This is an optimization exercise on Yosys and OpenROAD, whose aim is small area and a short achievable clock period, not a production implementation.
At most, simulation tests tie the RTL to the original design; equivalence was not proved.
No activity file was given, so power comes from the tool's default toggle rates.

Design mips_exec_stage, start of the top module:
module mips_exec_stage
#(
  parameter logic [31:0] EXCEPT_VEC = 32'h8000_0000
)
(
  input  logic                  clk,
  input  logic                  rst_n,
  input  logic                  instr_valid,
  input  logic [WORD_W-1:0]     instr,
  input  logic [WORD_W-1:0]     rs_data,
  input  logic [WORD_W-1:0]     rt_data,
  input  logic [PC_W-1:0]       pc_crnt,
  input  logic [PC_W-1:0]       pc_next,
  input  logic                  cause_bd,
  input  logic                  exl,
  output logic                  greg_wen,
  output logic [REG_ADDR_W-1:0] greg_waddr,
  output logic [WORD_W-1:0]     greg_wdata,
  output logic                  pcreg_wen,
  output logic [PC_W-1:0]       pcreg_wdata,
  output logic                  exception,
  output logic                  cause_wen,
  output logic [3:0]            cause_excode,
  output logic                  epc_wen,
  output logic [WORD_W-1:0]     epc_data
);
Settings: LEC_CHECK=0, CAP_MARGIN=20, CORE_MARGIN=2, CORE_UTILIZATION=50, CTS_BUF_LIST=sky130_fd_sc_hd__clkbuf_8, CTS_CLUSTER_DIAMETER=40, CTS_CLUSTER_SIZE=8, PLACE_DENSITY=0.75, SETUP_SLACK_MARGIN=3.0, SLEW_MARGIN=20, BUFFER_PORTS_ARGS=-buffer_cell sky130_fd_sc_hd__buf_1; clock period 8.0 ns.
standard.sh (not shown) runs the stock make flow with config.mk's settings and CLKGATE_MAP_FILE= SYNTH_SCRIPT=/design/flow/synth_recipe.tcl, a recipe that flattens the netlist after the stock synthesis.
==> flow/flow/run.sh <==
#!/bin/bash
set -e
echo "export BUFFER_PORTS_ARGS = -buffer_cell sky130_fd_sc_hd__buf_1" >> config.mk
export BUFFER_PORTS_ARGS="-buffer_cell sky130_fd_sc_hd__buf_1"
bash standard.sh > standard.log 2>&1
Edit:
- CTS_BUF_LIST: sky130_fd_sc_hd__clkbuf_8 -> unset
- CTS_CLUSTER_DIAMETER: 40 -> unset
- CTS_CLUSTER_SIZE: 8 -> unset
- GPL_TIMING_DRIVEN: unset -> 0
=> Wire length increases by 7.5%; final area goes up by 9.9%; combinational power goes up by about 10%; worst setup slack gets worse by 98 ps; final cell count came out higher by 6.5%; fmax shrinks by 1.9%; worst hold slack gets better by 33 ps.
Edit:
- GPL_TIMING_DRIVEN: 0 -> unset
After rerunning:
- The new run completed without violations
- power goes down by 5.0%
- sequential cell count is unchanged
- routed wire length goes down by 7.2%
- first-iteration DRC count goes up by 4.0%
- clock power goes up by about 4%
- via count goes down by 7.0%
- synthesized cell count stays the same
Edit:
- ABC_AREA: unset -> 1
- SETUP_SLACK_MARGIN: 3.0 -> 3.5
What happened:
- The new run finished clean
- power goes up by about 7.5%
- critical path depth is higher by 2
- final cell count goes up by 23%
Edit:
- ABC_AREA: 1 -> unset
- CAP_MARGIN: 20 -> 0
- SETUP_SLACK_MARGIN: 3.5 -> 3.0
- SLEW_MARGIN: 20 -> 0
Final cell count is lower by 19%.
Cell area is lower by 9.1%.
Worst setup slack gets worse by 160 ps.
Wire length is lower by 0.45%.
Total power is lower by 7.0%.
Non-clock buffer count is lower by 31.
Sequential power hardly moves.

* * *

## run A
mips_exec_stage again, from the RTL that the note above started with.
==> flow/config.mk <==
export PLATFORM = sky130hd
export DESIGN_NAME = mips_exec_stage
export DESIGN_NICKNAME = mips_exec_stage
export VERILOG_FILES = /design/flow/design.v
export SDC_FILE = /design/flow/constraint.sdc
export NUM_CORES = 4
export LEC_CHECK = 0
export CAP_MARGIN = 20
export CORE_MARGIN = 2
export CORE_UTILIZATION = 50
export PLACE_DENSITY = 0.75
export SETUP_SLACK_MARGIN = 3.0
export SLEW_MARGIN = 20
export BUFFER_PORTS_ARGS = -buffer_cell sky130_fd_sc_hd__buf_2
==> flow/constraint.sdc <==
create_clock -name core_clock -period 8.0 [get_ports {clk}]
set_input_delay 1.6000 -clock core_clock [delete_from_list [all_inputs] [get_ports {clk}]]
set_output_delay 1.6000 -clock core_clock [all_outputs]
set_load 0.01 [all_outputs]
==> flow/flow/run.sh <==
#!/bin/bash
set -e
echo "export BUFFER_PORTS_ARGS = -buffer_cell sky130_fd_sc_hd__buf_2" >> config.mk
export BUFFER_PORTS_ARGS="-buffer_cell sky130_fd_sc_hd__buf_2"
bash standard.sh > standard.log 2>&1
#### Input delta (run B over run A)
# run A
export LEC_CHECK = 0
export CAP_MARGIN = 20
export CORE_MARGIN = 2
export CORE_UTILIZATION = 50
export PLACE_DENSITY = 0.75
export SETUP_SLACK_MARGIN = 3.0
export SLEW_MARGIN = 20
export BUFFER_PORTS_ARGS = -buffer_cell sky130_fd_sc_hd__buf_2
create_clock -name core_clock -period 8.0 [get_ports {clk}]
# run B
export LEC_CHECK = 0
export CAP_MARGIN = 20
export CORE_MARGIN = 2
export CORE_UTILIZATION = 50
export PLACE_DENSITY = 0.75
export SETUP_SLACK_MARGIN = 3.0
export SLEW_MARGIN = 20
create_clock -name core_clock -period 8.0 [get_ports {clk}]
==> flow/flow/run.sh <==
#!/bin/bash
# The standard layout (standard.sh) with two changes:
#  - the port buffers are plain sky130_fd_sc_hd__buf_1 cells (BUFFER_PORTS_ARGS)
#  - ABC maps with flow/abc.script, ORFS's speed script without its final buffering and sizing (buffer -c, upsize -c, dnsize -c), which the layout's repair steps redo with placement information,
#    in place of ORFS's abc_speed.script
# Everything else, synthesis included, runs from an unchanged copy of ORFS's
# scripts folder, so the registers and their names are the standard ones.
# Tool output goes to standard.log here and to ORFS's logs under orfs/logs.
set -euo pipefail
here=$(pwd)
rm -rf "$here/scripts"
cp -r "$FLOW_HOME/scripts" "$here/scripts"
cp "$here/flow/abc.script" "$here/scripts/abc_speed.script"
sed -e "s#SYNTH_SCRIPT=#SCRIPTS_DIR=$here/scripts BUFFER_PORTS_ARGS='-buffer_cell sky130_fd_sc_hd__buf_1' SYNTH_SCRIPT=#" standard.sh > flow_standard.sh
grep -q "SCRIPTS_DIR=$here/scripts" flow_standard.sh
bash flow_standard.sh > standard.log 2>&1
==> flow/flow/abc.script (new file) <==
&get -n
&st
&dch
&nf
&st
&syn2
&if -g -K 6
&synch2
&nf
&st
&syn2
&if -g -K 6
&synch2
&nf
&st
&syn2
&if -g -K 6
&synch2
&nf
&st
&syn2
&if -g -K 6
&synch2
&nf
&st
&syn2
&if -g -K 6
&synch2
&nf
&put
topo
stime -c
[summary]
The antenna diode count number comes out lower for run A vs run B. Run A → run B: wire length went down by 1400 um, power now smaller, number of global-route vias before repair -0.94%. Die area went down by a few percent going from run A to run B. Of the two values seen for most frequent standard cell in the layout excluding fill and tap cells, sky130_fd_sc_hd__buf_1 was produced by run B and sky130_fd_sc_hd__buf_2 by run A.
Relative to run B, the following input files were edited for run C:
# run B
export LEC_CHECK = 0
export CAP_MARGIN = 20
export CORE_MARGIN = 2
export CORE_UTILIZATION = 50
export PLACE_DENSITY = 0.75
export SETUP_SLACK_MARGIN = 3.0
export SLEW_MARGIN = 20
create_clock -name core_clock -period 8.0 [get_ports {clk}]
# run C
export LEC_CHECK = 0
export CAP_MARGIN = 20
export CORE_MARGIN = 2
export CORE_UTILIZATION = 60
export PLACE_DENSITY = 0.75
export SETUP_SLACK_MARGIN = 3.0
export SLEW_MARGIN = 20
export BUFFER_PORTS_ARGS = -buffer_cell sky130_fd_sc_hd__buf_1
create_clock -name core_clock -period 8.0 [get_ports {clk}]
==> flow/flow/run.sh <==
#!/bin/bash
set -e
echo "export BUFFER_PORTS_ARGS = -buffer_cell sky130_fd_sc_hd__buf_1" >> config.mk
export BUFFER_PORTS_ARGS="-buffer_cell sky130_fd_sc_hd__buf_1"
bash standard.sh > standard.log 2>&1
removed: flow/flow/abc.script
Findings:
Global routing usage on met2 came out higher on run C than on run B.
On count of clock-buffer cells in the layout: run C sits above run B.
Summary: total power, run C worse than run B
Diff run B -> run C: gate count after technology mapping up 112; end-of-flow core utilization rose by 9.4 points; detailed placer's ending HPWL roughly the same; hold slack moved down; peak supply drop went up by 19%.
Run B reports its endpoint of the most critical setup path as i_commit.g_merge.wdata_q[17] while run C reports i_commit.g_merge.wdata_q[8].
The lower adder-cell share of the synthesized area came out of run C.
In the final design statistics, run C uses fewer standard cells in total than run B.
## Diff of input files: run D against run C
# run C
export LEC_CHECK = 0
export CAP_MARGIN = 20
export CORE_MARGIN = 2
export CORE_UTILIZATION = 60
export PLACE_DENSITY = 0.75
export SETUP_SLACK_MARGIN = 3.0
export SLEW_MARGIN = 20
export BUFFER_PORTS_ARGS = -buffer_cell sky130_fd_sc_hd__buf_1
create_clock -name core_clock -period 8.0 [get_ports {clk}]
# run D
export LEC_CHECK = 0
export CAP_MARGIN = 20
export CORE_MARGIN = 2
export CORE_UTILIZATION = 50
export PLACE_DENSITY = 0.75
export SETUP_SLACK_MARGIN = 3.0
export SLEW_MARGIN = 20
export TNS_END_PERCENT = 5
export BUFFER_PORTS_ARGS = -buffer_cell sky130_fd_sc_hd__buf_1
create_clock -name core_clock -period 8.0 [get_ports {clk}]
## What came out
Run comparison: run D endpoint of the most critical setup path i_commit.g_merge.wdata_q[16]; run C endpoint of the most critical setup path i_commit.g_merge.wdata_q[8]
When run D is set beside run C, its final wirelength turns out to be 3.6% larger.
Run C → run D: combinational fraction of design power lost 1.4 points; total power picked up an extra 1.8%.
Worst-path maximum fanout is lower on run D
Run D and run C ended up with nearly the same combinational power.

* * *

mips_exec_stage, a different RTL version from the one above (not shown whole).
Size in the first run: roughly 1,400 cells after synthesis, roughly 73 flip-flops, ~270 I/O pins, ~11,000 um2 of cells after synthesis.
Settings: LEC_CHECK=0, CAP_MARGIN=20, CORE_MARGIN=2, CORE_UTILIZATION=25, SETUP_SLACK_MARGIN=4, SLEW_MARGIN=20, BUFFER_PORTS_ARGS=-buffer_cell sky130_fd_sc_hd__buf_1; clock period 8.0 ns.
==> flow/flow/run.sh <==
#!/bin/bash
set -e
echo "export BUFFER_PORTS_ARGS = -buffer_cell sky130_fd_sc_hd__buf_1" >> config.mk
export BUFFER_PORTS_ARGS="-buffer_cell sky130_fd_sc_hd__buf_1"
bash standard.sh > standard.log 2>&1
Edit:
- SETUP_SLACK_MARGIN: 4 -> unset
What happened:
- setup slack loses 1100 ps
- cell area shrinks by 14%
- core utilization shrinks by 4.6 points
- die area does not change
No run of this note included a check of the RTL's function; only the layout flow was run.

* * *

job 8098:
Another version of the RTL of mips_exec_stage (not shown whole).
For scale: ~2100 cells after synthesis, ~73 flip-flops, roughly 270 I/O pins, roughly 12000 µm² of cells after synthesis.
==> flow/config.mk <==
export PLATFORM = sky130hd
export DESIGN_NAME = mips_exec_stage
export DESIGN_NICKNAME = mips_exec_stage
export VERILOG_FILES = /design/flow/design.v
export SDC_FILE = /design/flow/constraint.sdc
export NUM_CORES = 4
export LEC_CHECK = 0
export ABC_AREA = 1
export CAP_MARGIN = 20
export CORE_MARGIN = 2
export CORE_UTILIZATION = 50
export PLACE_DENSITY = 0.75
export SETUP_SLACK_MARGIN = 3.0
export SLEW_MARGIN = 20
export BUFFER_PORTS_ARGS = -buffer_cell sky130_fd_sc_hd__buf_1
==> flow/constraint.sdc <==
create_clock -name core_clock -period 8.0 [get_ports {clk}]
set_input_delay 1.6000 -clock core_clock [delete_from_list [all_inputs] [get_ports {clk}]]
set_output_delay 1.6000 -clock core_clock [all_outputs]
set_load 0.01 [all_outputs]
Scripts as last shown in full above: flow/flow/run.sh
> inputs changed (job 8098 -> job 3920)
diff --git a/flow/config.mk b/flow/config.mk
--- a/flow/config.mk
+++ b/flow/config.mk
@@ -6,5 +6,4 @@
 export NUM_CORES = 4
 export LEC_CHECK = 0
-export ABC_AREA = 1
 export CAP_MARGIN = 20
 export CORE_MARGIN = 2
For the routed wire length, job 3920 came in 6.4% higher than job 8098 did. [compare] base=job 8098 new=job 3920: met1 usage in global routing shows a reduction of 5.9 points; share of the yosys chip area belonging to registers shows a reduction of 0.23 points; highest attainable clock frequency shows a reduction of about 3.5%; share of cells above drive strength 1 shows an increase of 7.6 points. For job 8098, the combinational family with the most area after synthesis was simple AND/OR/NAND/NOR gates, unlike job 3920, where it was compound AO/OA/AOI/OAI gates. Endpoint arrival time on the critical path | job 3920 above job 8098. On wire length of the first global-routing pass, job 3920 does worse than job 8098.
What job 1969 does differently from job 3920 at the input level:
diff --git a/flow/config.mk b/flow/config.mk
--- a/flow/config.mk
+++ b/flow/config.mk
@@ -6,9 +6,10 @@
 export NUM_CORES = 4
 export LEC_CHECK = 0
+export ABC_AREA = 1
 export CAP_MARGIN = 20
 export CORE_MARGIN = 2
 export CORE_UTILIZATION = 50
 export PLACE_DENSITY = 0.75
-export SETUP_SLACK_MARGIN = 3.0
+export SETUP_SLACK_MARGIN = 3.5
 export SLEW_MARGIN = 20
 export BUFFER_PORTS_ARGS = -buffer_cell sky130_fd_sc_hd__buf_1
### Flow results
- In job 1969 relative to job 3920, die area had gone down slightly.
- The higher highest net fanout along the worst path of job 3920 and job 1969 is in job 3920.
- Job 1969 vs job 3920 on final cell utilization of the core: job 1969 is the higher one.
- Against job 3920, via count in job 1969 came out worse.
- In the tables for job 3920 and job 1969, number of resized instances in the post-cts repair step reads higher with job 3920.
- On synthesized net count: job 1969 sits above job 3920.
- Job 1969 has power in combinational cells below what job 3920 had.
- Between job 3920 and job 1969, number of non-clock buffers increased.
- Power consumption, job 1969 vs job 3920: up slightly
- On core footprint, job 3920 loses to job 1969.
- Synthesis-to-layout area growth in job 1969 is 3.2 points above job 3920.
--- input diff job 1969..job 5697 ---
diff --git a/flow/config.mk b/flow/config.mk
--- a/flow/config.mk
+++ b/flow/config.mk
@@ -11,5 +11,5 @@
 export CORE_UTILIZATION = 50
 export PLACE_DENSITY = 0.75
-export SETUP_SLACK_MARGIN = 3.5
+export SETUP_SLACK_MARGIN = 3.25
 export SLEW_MARGIN = 20
 export BUFFER_PORTS_ARGS = -buffer_cell sky130_fd_sc_hd__buf_1
Findings:
- Compared with job 1969, power in job 5697 decreased by a few percent.
- On job 5697: area of all placed cells without fillers is about 5% lower than what job 1969 gave.
- Share of the final layout cell area in multi-input gates delta for job 5697 relative to job 1969: 0.68 points higher
- The launching instance or port of the critical path comes out instr[0] in one run and instr[29] in the other, namely in job 1969 and job 5697 respectively.
- Of job 1969 and job 5697, job 5697 shows the higher peak per-stage delay on the critical path, with job 1969 below it.

* * *

## yarrow
mips_exec_stage with an RTL version that a note above also has.
Size: about 73 flip-flops, about 270 I/O pins.
export LEC_CHECK = 0
export CAP_MARGIN = 20
export CORE_MARGIN = 2
export CORE_UTILIZATION = 50
export PLACE_DENSITY = 0.75
export SETUP_SLACK_MARGIN = 2.75
export SLEW_MARGIN = 20
export BUFFER_PORTS_ARGS = -buffer_cell sky130_fd_sc_hd__buf_1
create_clock -name core_clock -period 8.0 [get_ports {clk}]
Scripts as last shown in full above: flow/flow/run.sh
Changes in xenon relative to yarrow:
- ABC_AREA: unset -> 1
- SETUP_SLACK_MARGIN: 2.75 -> 3.0
### Flow results
Comparing yarrow and xenon, the higher number of gates resized after cts is on xenon.
Going from yarrow to xenon, met1 track demand over resource in global routing grows by 3.0 points.
Relative to yarrow, the final-layout fill cell count measured on xenon has increased by a few percent.
Cmp xenon vs yarrow: number of setup buffers added after CTS higher in xenon
Summary — data required time at the worst endpoint, xenon relative to yarrow: higher, by 0.02 ns.
Compared with yarrow, xenon shows a xor and xnor fraction of the mapped netlist area that is 1.3 points lower.
xenon -> yarrow: proportion of final cell area spent on non-clock buffers flat
For final-stage net count, dividing the value from yarrow by the value from xenon gives 0.817.
Looking at critical path endpoint, the i_commit.g_merge.wdata_q[5] result is from yarrow; the i_commit.g_merge.wdata_q[17] one comes from xenon.
Re wire length of the first global-routing pass: yarrow was higher than xenon.
xenon has logic gate share of total power below what yarrow had.

==> port drivers added, routing unchanged <==
The results above use ideal ports. As a check the final layouts listed here were re-extracted and re-timed, cells and wires unchanged. Step 1 assumes that a clkbuf_16 drives the clock port and a buf_2 every other input. Step 2 times the ports against the registers' clock, not the clock port: input delays grow and output delays shrink by t, the midpoint of the rising clock arrivals with the driver on. a / b / c = ideal / step 1 / step 2; a / b = the first two.
run | t, ns | setup slack, ns | latest minus earliest clock arrival (ns)
the first run of note 1 | 0.438 | 3.055 / 3.038 / 2.600 | 0.029 / 0.029
the second run of note 1 | 0.423 | 2.956 / 2.964 / 2.541 | 0.024 / 0.024
the third run of note 1 | 0.410 | 3.076 / 3.084 / 2.674 | 0.017 / 0.016
the fourth run of note 1 | 0.392 | 3.233 / 3.208 / 2.817 | 0.017 / 0.017
the fifth run of note 1 | 0.410 | 3.076 / 3.084 / 2.674 | 0.017 / 0.016
run A | 0.411 | 3.049 / 3.063 / 2.652 | 0.024 / 0.024
run B | 0.402 | 2.980 / 3.007 / 2.604 | 0.018 / 0.017
run C | 0.423 | 3.047 / 3.045 / 2.621 | 0.019 / 0.019
run D | 0.405 | 3.052 / 3.075 / 2.670 | 0.026 / 0.026
the first run of note 3 | 0.403 | 2.528 / 2.521 / 2.118 | 0.013 / 0.013
the second run of note 3 | 0.409 | 1.462 / 1.485 / 1.076 | 0.012 / 0.011
job 8098 | 0.402 | 3.118 / 3.136 / 2.733 | 0.017 / 0.017
job 3920 | 0.408 | 2.944 / 2.866 / 2.457 | 0.022 / 0.023
job 1969 | 0.402 | 3.531 / 3.545 / 3.142 | 0.011 / 0.011
job 5697 | 0.398 | 3.389 / 3.397 / 2.999 | 0.011 / 0.011
yarrow | 0.394 | 2.880 / 2.862 / 2.468 | 0.018 / 0.018
xenon | 0.398 | 3.070 / 3.091 / 2.693 | 0.011 / 0.012
After both steps setup and hold are still met in every run listed. The setup slack of job 3920, which loses most, moves by -0.078 ns with the drivers and by -0.487 ns with both steps.
